This design comes from an exercise in tuning for small area, a short achievable clock period and few clock cycles per item on the open sky130 flow, not from production work. Function was checked by simulation only, so behaviour that the tests miss may differ from the original. Power and IR drop assume default switching activity.

### flow/constraint.sdc
create_clock -name core_clock -period 7.0 [get_ports {aclk}]
set_input_delay 1.4000 -clock core_clock [delete_from_list [all_inputs] [get_ports {aclk}]]
set_output_delay 1.4000 -clock core_clock [all_outputs]
set_load 0.01 [all_outputs]
### flow/design.v
package pcs_pkg;
    localparam int MAX_WIDTH_DEF  = 256;
    localparam int MAX_HEIGHT_DEF = 64;
    localparam int NUM_CHARS_DEF  = 7;
    localparam int IMG_W_W      = 9;
    localparam int IMG_H_W      = 7;
    localparam int ROW_THR_W    = 9;
    localparam int COL_THR_W    = 7;
    localparam int CFG_DATA_W   = 9;
    localparam int CFG_INDEX_W  = 3;
    localparam logic [CFG_INDEX_W-1:0] REG_IMAGE_WIDTH   = 3'd0;
    localparam logic [CFG_INDEX_W-1:0] REG_IMAGE_HEIGHT  = 3'd1;
    localparam logic [CFG_INDEX_W-1:0] REG_ROW_THRESHOLD = 3'd2;
    localparam logic [CFG_INDEX_W-1:0] REG_COL_THRESHOLD = 3'd3;
    localparam logic [IMG_W_W-1:0]   IMAGE_WIDTH_RST   = 9'd256;
    localparam logic [IMG_H_W-1:0]   IMAGE_HEIGHT_RST  = 7'd64;
    localparam logic [ROW_THR_W-1:0] ROW_THRESHOLD_RST = 9'd10;
    localparam logic [COL_THR_W-1:0] COL_THRESHOLD_RST = 7'd5;
    localparam int PIXEL_W      = 8;
    localparam int CHAR_INDEX_W = 3;
    localparam int LEFT_W       = 8;
    localparam int TOP_W        = 7;
    localparam int BOX_WIDTH_W  = 9;
    localparam int BOX_HEIGHT_W = 7;
    typedef struct packed {
        logic start;
        logic eval;
    } scan_ctl_t;
    typedef struct packed {
        logic busy;
        logic done;
        logic report;
    } scan_stat_t;
endpackage
module pcs_ring #(
    parameter int DW = 6
) (
    input  logic          aclk,
    input  logic [7:0]    wm1,    
    input  logic [DW-1:0] din,    
    output logic [DW-1:0] head
);
    logic [254:0][DW-1:0] sr;
    logic [7:0][DW-1:0]   seg_in;
    logic [7:0]           wm2;
    logic                 w_one;
    logic [DW-1:0]        tail_reg;
    logic [DW-1:0]        head_reg;
    logic [DW-1:0]        head_in;
    assign wm2   = wm1 - 8'd1;
    assign w_one = (wm1 == 8'd0);
    always_comb begin
        seg_in[7] = tail_reg;
        for (int k = 6; k >= 0; k--) begin
            seg_in[k] = wm2[k+1] ? sr[(2 << (k+1)) - 2] : seg_in[k+1];
        end
        head_in = wm2[0] ? sr[0] : seg_in[0];
    end
    always_ff @(posedge aclk) begin
        for (int k = 0; k < 8; k++) begin
            sr[(1 << k) - 1] <= seg_in[k];
            for (int i = (1 << k); i < (2 << k) - 1; i++) begin
                sr[i] <= sr[i-1];
            end
        end
        tail_reg <= din;
        head_reg <= w_one ? din : head_in;
    end
    assign head = head_reg;
endmodule
import pcs_pkg::*;
module projection_char_segmenter #(
    parameter int MAX_WIDTH  = pcs_pkg::MAX_WIDTH_DEF,
    parameter int MAX_HEIGHT = pcs_pkg::MAX_HEIGHT_DEF,
    parameter int NUM_CHARS  = pcs_pkg::NUM_CHARS_DEF
) (
    input  logic                                aclk,
    input  logic                                aresetn,
    input  logic                                s_valid,
    output logic                                s_ready,
    input  logic [pcs_pkg::PIXEL_W-1:0]         s_pixel,
    output logic                                m_valid,
    input  logic                                m_ready,
    output logic [pcs_pkg::CHAR_INDEX_W-1:0]    m_char_index,
    output logic [pcs_pkg::LEFT_W-1:0]          m_left,
    output logic [pcs_pkg::TOP_W-1:0]           m_top,
    output logic [pcs_pkg::BOX_WIDTH_W-1:0]     m_box_width,
    output logic [pcs_pkg::BOX_HEIGHT_W-1:0]    m_box_height,
    output logic                                m_last,
    input  logic                                cfg_valid,
    output logic                                cfg_ready,
    input  logic [pcs_pkg::CFG_INDEX_W-1:0]     cfg_index,
    input  logic [pcs_pkg::CFG_DATA_W-1:0]      cfg_data
);
    localparam logic [1:0] ST_SCAN = 2'd0;
    localparam logic [1:0] ST_FILL = 2'd1;
    localparam logic [1:0] ST_OUT  = 2'd2;
    logic [7:0] wm1_reg;
    logic [5:0] hm1_reg;
    logic [8:0] rt_reg;
    logic [6:0] ct_reg;
    always_ff @(posedge aclk) begin
        if (!aresetn) begin
            wm1_reg <= 8'd255;
            hm1_reg <= 6'd63;
            rt_reg  <= ROW_THRESHOLD_RST;
            ct_reg  <= COL_THRESHOLD_RST;
        end else if (cfg_valid) begin
            case (cfg_index)
                REG_IMAGE_WIDTH: begin
                    if (cfg_data == 9'd0)        wm1_reg <= 8'd0;
                    else if (cfg_data > 9'd256)  wm1_reg <= 8'd255;
                    else                         wm1_reg <= 8'(cfg_data - 9'd1);
                end
                REG_IMAGE_HEIGHT: begin
                    if (cfg_data[6:0] == 7'd0)       hm1_reg <= 6'd0;
                    else if (cfg_data[6:0] > 7'd64)  hm1_reg <= 6'd63;
                    else                             hm1_reg <= 6'(cfg_data[6:0] - 7'd1);
                end
                REG_ROW_THRESHOLD: rt_reg <= cfg_data;
                REG_COL_THRESHOLD: ct_reg <= cfg_data[6:0];
                default: begin
                end
            endcase
        end
    end
    assign cfg_ready = 1'b1;
    localparam int QD  = 4;
    localparam int QCW = $clog2(QD + 1);
    logic           s_ready_reg;
    logic           acc;
    logic [QD-1:0]  q_reg;        
    logic [QCW-1:0] qn_reg;       
    logic [QCW-1:0] qn_left;
    logic [7:0]     pc_reg;       
    logic [5:0]     pr_reg;       
    logic [7:0]     d_reg;        
    logic           busy_reg;     
    logic           pop_last;
    logic           last_col;
    logic           last_row;
    logic           at_start;
    logic           use_px;       
    assign acc = s_valid && s_ready_reg;
    always_comb begin
        last_col = (pc_reg == wm1_reg);
        last_row = (pr_reg == hm1_reg);
        at_start = (pc_reg == 8'd0) && (pr_reg == 6'd0);
        use_px   = (qn_reg != '0) && (at_start || (d_reg == 8'd0))
                   && !(last_row && busy_reg);
        qn_left  = qn_reg - QCW'(use_px);
    end
    always_ff @(posedge aclk) begin
        if (!aresetn) begin
            s_ready_reg <= 1'b0;
            qn_reg      <= '0;
            pc_reg      <= '0;
            pr_reg      <= '0;
            d_reg       <= '0;
            busy_reg    <= 1'b0;
        end else begin
            s_ready_reg <= acc ? (qn_left < QCW'(QD - 1)) : (qn_left < QCW'(QD));
            qn_reg      <= qn_left + QCW'(acc);
            if (use_px && last_col && last_row) begin
                busy_reg <= 1'b1;
            end else if (pop_last) begin
                busy_reg <= 1'b0;
            end
            if (use_px || (d_reg == wm1_reg)) begin
                d_reg <= '0;
            end else begin
                d_reg <= d_reg + 8'd1;
            end
            if (use_px) begin
                if (last_col) begin
                    pc_reg <= '0;
                    pr_reg <= last_row ? 6'd0 : pr_reg + 6'd1;
                end else begin
                    pc_reg <= pc_reg + 8'd1;
                end
            end
        end
    end
    always_ff @(posedge aclk) begin
        for (int i = 0; i < QD; i++) begin
            if (acc && (QCW'(i) == qn_left)) begin
                q_reg[i] <= |s_pixel;
            end else if (use_px) begin
                q_reg[i] <= (i < QD - 1) ? q_reg[(i < QD - 1) ? i + 1 : i] : 1'b0;
            end
        end
    end
    assign s_ready = s_ready_reg;
    logic acc_q;
    logic fg_q;
    logic row0_q;
    logic lastrow_q;
    logic rowend_q;
    logic rowstart_q;
    logic inhalf_q;
    always_ff @(posedge aclk) begin
        if (!aresetn) begin
            acc_q <= 1'b0;
        end else begin
            acc_q <= use_px;
        end
        fg_q       <= q_reg[0];
        row0_q     <= (pr_reg == 6'd0);
        lastrow_q  <= last_row;
        rowend_q   <= last_col;
        rowstart_q <= (pc_reg == 8'd0);
        inhalf_q   <= ({pr_reg, 1'b0} <= ({1'b0, hm1_reg} + 7'd1));
    end
    logic [5:0] head;
    logic [5:0] col_base;
    logic [6:0] col_sum;
    logic [5:0] ring_din;
    logic [8:0] racc_reg;
    logic [8:0] row_sum;
    assign col_base = row0_q ? 6'd0 : head;
    assign col_sum  = {1'b0, col_base} + 7'(fg_q);
    assign ring_din = acc_q ? col_sum[5:0] : head;
    assign row_sum  = (rowstart_q ? 9'd0 : racc_reg) + 9'(fg_q);
    pcs_ring #(.DW(6)) u_ring (
        .aclk (aclk),
        .wm1  (wm1_reg),
        .din  (ring_din),
        .head (head)
    );
    logic cv_q;      
    logic cend_q;    
    logic cgt_q;
    logic clt_q;
    logic rv_q;      
    logic rgt_q;
    logic rlt_q;
    logic rhalf_q;
    logic rfirst_q;
    logic rlast_q;
    always_ff @(posedge aclk) begin
        if (!aresetn) begin
            cv_q   <= 1'b0;
            cend_q <= 1'b0;
            rv_q   <= 1'b0;
        end else begin
            cv_q   <= acc_q && lastrow_q;
            cend_q <= acc_q && lastrow_q && rowend_q;
            rv_q   <= acc_q && rowend_q;
        end
        if (acc_q) begin
            racc_reg <= row_sum;
        end
        cgt_q    <= col_sum > 7'(ct_reg);
        clt_q    <= col_sum < 7'(ct_reg);
        rgt_q    <= row_sum > rt_reg;
        rlt_q    <= row_sum < rt_reg;
        rhalf_q  <= inhalf_q;
        rfirst_q <= row0_q;
        rlast_q  <= lastrow_q;
    end
    logic [5:0] top_acc;
    logic [6:0] band_acc;
    logic [5:0] top_sum;
    logic [6:0] band_sum;
    logic [5:0] m_top_reg;
    logic [6:0] m_band_reg;
    assign top_sum  = (rfirst_q ? 6'd0 : top_acc) + 6'(rhalf_q && rlt_q);
    assign band_sum = (rfirst_q ? 7'd0 : band_acc) + 7'(rgt_q);
    always_ff @(posedge aclk) begin
        if (rv_q) begin
            top_acc  <= top_sum;
            band_acc <= band_sum;
            if (rlast_q) begin
                m_top_reg  <= top_sum;
                m_band_reg <= band_sum;
            end
        end
    end
    logic [1:0] st_reg;
    logic [2:0] k_reg;
    logic       inside_reg;
    logic [7:0] scan_x;
    logic [7:0] cur_left;
    logic       m_valid_reg;
    logic       m_last_reg;
    logic       push;
    logic       pop;
    logic [7:0] push_left;
    logic [7:0] push_width;
    logic [6:0][7:0] b_left;
    logic [6:0][7:0] b_width;
    always_comb begin
        push       = 1'b0;
        push_left  = cur_left;
        push_width = scan_x - cur_left;
        if (st_reg == ST_SCAN) begin
            push = cv_q && (k_reg != 3'd7) && inside_reg && clt_q;
        end else if (st_reg == ST_FILL) begin
            push       = (k_reg != 3'd7);
            push_left  = inside_reg ? cur_left : 8'd0;
            push_width = 8'd0;
        end
        pop      = (st_reg == ST_OUT) && m_ready;
        pop_last = pop && (k_reg == 3'd6);
    end
    always_ff @(posedge aclk) begin
        if (!aresetn) begin
            st_reg      <= ST_SCAN;
            k_reg       <= '0;
            inside_reg  <= 1'b0;
            scan_x      <= '0;
            m_valid_reg <= 1'b0;
            m_last_reg  <= 1'b0;
        end else begin
            case (st_reg)
                ST_SCAN: begin
                    if (cv_q) begin
                        scan_x <= cend_q ? 8'd0 : scan_x + 8'd1;
                        if (k_reg != 3'd7) begin
                            if (!inside_reg && cgt_q) begin
                                inside_reg <= 1'b1;
                            end else if (inside_reg && clt_q) begin
                                inside_reg <= 1'b0;
                                k_reg      <= k_reg + 3'd1;
                            end
                        end
                        if (cend_q) begin
                            st_reg <= ST_FILL;
                        end
                    end
                end
                ST_FILL: begin
                    inside_reg <= 1'b0;
                    if (k_reg[2:1] == 2'b11) begin
                        st_reg      <= ST_OUT;
                        k_reg       <= '0;
                        m_valid_reg <= 1'b1;
                        m_last_reg  <= 1'b0;
                    end else begin
                        k_reg <= k_reg + 3'd1;
                    end
                end
                default: begin
                    if (m_ready) begin
                        k_reg      <= k_reg + 3'd1;
                        m_last_reg <= (k_reg == 3'd5);
                        if (k_reg == 3'd6) begin
                            st_reg      <= ST_SCAN;
                            k_reg       <= '0;
                            m_valid_reg <= 1'b0;
                        end
                    end
                end
            endcase
        end
    end
    always_ff @(posedge aclk) begin
        if (cv_q && !inside_reg && cgt_q) begin
            cur_left <= scan_x;
        end
        if (push || pop) begin
            for (int i = 0; i < 6; i++) begin
                b_left[i]  <= b_left[i+1];
                b_width[i] <= b_width[i+1];
            end
            b_left[6]  <= push_left;
            b_width[6] <= push_width;
        end
    end
    assign m_valid      = m_valid_reg;
    assign m_char_index = k_reg;
    assign m_left       = b_left[0];
    assign m_top        = {1'b0, m_top_reg};
    assign m_box_width  = {1'b0, b_width[0]};
    assign m_box_height = m_band_reg;
    assign m_last       = m_last_reg;
endmodule
### flow/config.mk
export PLATFORM = sky130hd
export DESIGN_NAME = projection_char_segmenter
export DESIGN_NICKNAME = projection_char_segmenter
export VERILOG_FILES = /design/flow/design.v
export SDC_FILE = /design/flow/constraint.sdc
export NUM_CORES = 4
export LEC_CHECK = 0
export CAP_MARGIN = 20
export CORE_MARGIN = 2
export CORE_UTILIZATION = 40
export SLEW_MARGIN = 20
### flow/run.sh
#!/bin/bash
# synth_recipe.tcl (not shown) runs the flow's synth.tcl, then flattens the netlist and writes it again
# the make line also repeats each setting of config.mk as NAME=value (left out here)
make -C /OpenROAD-flow-scripts/flow DESIGN_CONFIG=/design/flow/config.mk WORK_HOME=/design/flow/orfs CLKGATE_MAP_FILE= SYNTH_SCRIPT=/design/flow/synth_recipe.tcl finish
==> flow_summary.toml <==
[timing]
slew_violations = 0
worst_slack_ps = 3347
hold_viol = 0
skew_ps = 37.28
worstMarginPinSlew_ps = 1010
final.period_utilization = 0.5218
finalCriticalPeriod_ps = 3653
fmax_mhz = 273.8
finalSetupViolations = 0
grt_setup_unrepaired = "false"
max_slew_margin = 0.3218
final.setup.tns_ps = 0

[critical_path]
ff2ff_path_depth = 11
critical_path.max_fanout = 17
cp.arrival_ps = 4210
slowest_stage = "dfxtp_1"
path_depth = 11
cpMostUsedCell = "inv_1"
cp_top_family = "flip-flops"
startpoint_type = "register"
worst-path-buf-inv = 2
crit_chain = "inv_1 > ha_1 > or4b_2 > nor2_1 > xnor2_1 > o211a_1 > nor2_2 > a21boi_0 > inv_1 > mux2i_1 > o21ai_0"
end_kind = "register"
worstPathRequired_ps = 7560
worstSetupPathType = "reg -> reg"
cpPeakStageDelay_ps = 850

[floorplanning]
io_pins = 63
die_h_um = 330.7
start_util = 0.4044
dieArea_um2 = 109400
coreArea_um2 = 105600
die_width_um = 330.7
rows = 119

[global_routing]
antenna_found_initial = 2
overflow = 0
grt.total_usage = 0.1086
grt_max_degree = 73
grt_first_pass_wirelength_mm = 95.90
grt_pass1_vias = 18650

[clock_network]
ctsResizeCount = 0
clock-root-buffer = "clkbuf_16"
htreeDepth = 4
cts_setup_buffers = 0
clock-sinks = 1791
clk_transition_reported_paths_ps = 60
clock_latency_ps = 740
clk_path_buf_depth = 3
cts_buffers = 161
hold_buffers = 0
cts_tree = "built"

[power]
p_switching_w = 0.004098
pwr-share-comb = 0.023
vdd_ir_drop_max_mv = 0.2190
total_power_w = 0.02044
p_per_area_nw_per_um2 = 406.1
switching_share = 0.2005
clock_power_share = 0.433
p_int_w = 0.01635
power.leakage_nw = 19.80
seq_power_share = 0.544

[logic_synthesis]
synth_ff_type = "dfxtp_1"
synthTopCellsByArea = "dfxtp_1 77%, edfxtp_1 11%, ha_1 1.6%"
synth.yosys.warnings = 2
yosys.area.top_type_share = 0.7653
synthAdderAreaFrac = 0.01688
ys_types = 69
yosysTopAreaCell = "dfxtp_1"
ys_seq_elements = 1791
synthXorXnorAreaFrac = 0.01785
synth_top_family_by_area = "simple AND/OR/NAND/NOR gates"
yosys.area_share.simple = 0.04393
synth_seq_area_share = 0.8771
synth_compound_area_frac = 0.02605
syn_area_um2 = 42690
synthCells = 2633
synth.area.mux_share = 0.005187
avgSynthCellArea_um2 = 16.21
synth_enable_flop_cells = 159
async_reset_ff_frac = 0

[detailed_routing]
totalWireLength_mm = 57.60
drt-initial-drc-count = 922
drc = 0
wl_per_cell_um = 13.31
dr.pass1.iters = 5
ant_nets = 0
vias = 18020
viasPerCell = 4.162

[placed_design]
hpwlAfterDp_mm = 33.18
port_buffers = 59
gp_congestion = 0.8202
placed_cell_area_um2 = 44770
dp_slack_ps = 3150

[min_path]
hp-class = "reg -> reg"
holdPathStages = 0

[status]
outcome = "no timing/DRC/antenna violations"

[cells_and_area]
reg_top3 = "u_ring.sr x1530, b_left x56, b_width x56"
fin_area_um2 = 50340
largest_register_ffs = 1530
drive_above_1_share = 0.09980
final_core_util = 0.4768
syn_to_final_growth_pct = 17.90
largest_register = "u_ring.sr"
finalNetCount = 2889

[run]
maxCapViolCount = 0
-- cells by family after synthesis --
family,count (synthesis)
multiplexers,17
AND/OR/NAND/NOR,387
buffers and inverters,122
XOR/XNOR,87
adder cells (fa/ha/maj),57
other,2
AO/OA/AOI/OAI,170
flip-flops,1791
-- layout by cell type (no fill, tap or decap), types with 7 or more instances in the layout --
master	instances
nor4_1	9
a21o_1	9
a21boi_0	23
clkbuf_8	34
bufinv_16	15
nor2b_1	24
clkbuf_16	163
ha_1	56
nand3_1	44
clkinv_2	23
inv_1	70
o211ai_1	13
nand2_1	113
o21ai_0	37
mux2_2	7
edfxtp_1	159
clkdlybuf4s50_1	58
xnor2_1	45
nor2_1	100
xor2_1	42
or3_1	9
nand4_1	14
nand2b_1	9
nor3_1	8
and3_1	17
dfxtp_1	1632
a21oi_1	39
clkbuf_1	33
and2_1	12
-- synth_stat cells, drive strengths merged (6+ instances only) --
master and count:
a21boi 24, a21o 9, a21oi 42, and2 12
and3 17, buf 25, clkbuf 26, dfxtp 1632
edfxtp 159, ha 56, inv 70, mux2 13
nand2 113, nand2b 9, nand3 44, nand4 14
nor2 101, nor2b 24, nor3 9, nor4 10
o211ai 13, o21a 6, o21ai 41, or3 10
xnor2 45, xor2 42
-- power by group through the flow --
| stage | logic [W] | registers, W | clock network (W) |
|---|---|---|---|
| 5_1_grt | 0.000534 | 0.0112 | 0.00955 |
| 3_5_place_dp | 0.000465 | 0.0113 | 0 |
| 4_1_cts | 0.000470 | 0.0111 | 0.00912 |
| 3_3_place_gp | 0.000448 | 0.0113 | 0 |
| 6_report | 0.000469 | 0.0111 | 0.00886 |
| 2_1_floorplan | 0.000352 | 0.0112 | 0 |
-- per-layer routing --
metal | up-vias | part of all wire | wire length, µm | GRT usage
met5 | - | 0 | 0 | 0
met4 | 0 | 0.039 | 2268 | 0.05853
met3 | 170 | 0.045 | 2612 | 0.02773
met2 | 342 | 0.43 | 24710 | 0.1608
met1 | 8555 | 0.49 | 28020 | 0.1462
li1 | 8952 | - | - | -
-- per-stage QoR --
stage / hold WS, ps / std cells
floorplan: 309.6 / 2634
global placement: 309.7 / 4035
detailed placement: 312.1 / 4035
CTS: 289.8 / 4327
global route: 296.2 / 4327
finish: 297.5 / 4329
-- path summary, 6_finish.rpt --
| kind | slack (ps) | start | end |
|---|---|---|---|
| min | 300 | u_ring.sr[155] | u_ring.sr[161] |
| min reg2reg | 300 | u_ring.sr[155] | u_ring.sr[161] |
| max | 3350 | wm1_reg[0] | u_ring.sr[6] |
| max reg2reg | 3350 | wm1_reg[0] | u_ring.sr[6] |
-- layout make-up --
type,instances,area [µm²]
Antenna cell,2,5.005
Clock buffer,230,4671
Clock inverter,62,883.3
Fill cell,8731,55230
Inverter,71,266.5
Multi-Input combinational cell,721,4723
Sequential cell,1791,37450
Tap cell,1391,1740
Timing Repair Buffer,61,600.6
Testbench counts, summed over its fixed seeds: cycles 344,059, images 160.

[what the ideal ports hide]
The flow's constraints put no driver on any port. The routed layout listed below was extracted and timed again, unchanged, in two steps. Step 1: set_driving_cell puts a clkbuf_16 on aclk and a buf_2 on each other input, an assumption about the parent block. Step 2 moves the port delays by t, midway between the first and last clock arrival at a register: inputs arrive t later, outputs are due t later. That takes back most of the time a late clock gives input paths. a / b / c = ideal / step 1 / step 2; a / b = the first two.
t (ns): 0.780
setup slack, ns: 3.347 / 3.347 / 3.094
worst setup path after step 2: input to register
pins driven straight from the clock port: 1
After both steps this run still meets setup and hold. For this run, drivers alone change the setup slack by 0.000 ns; drivers and shift together by -0.253 ns.
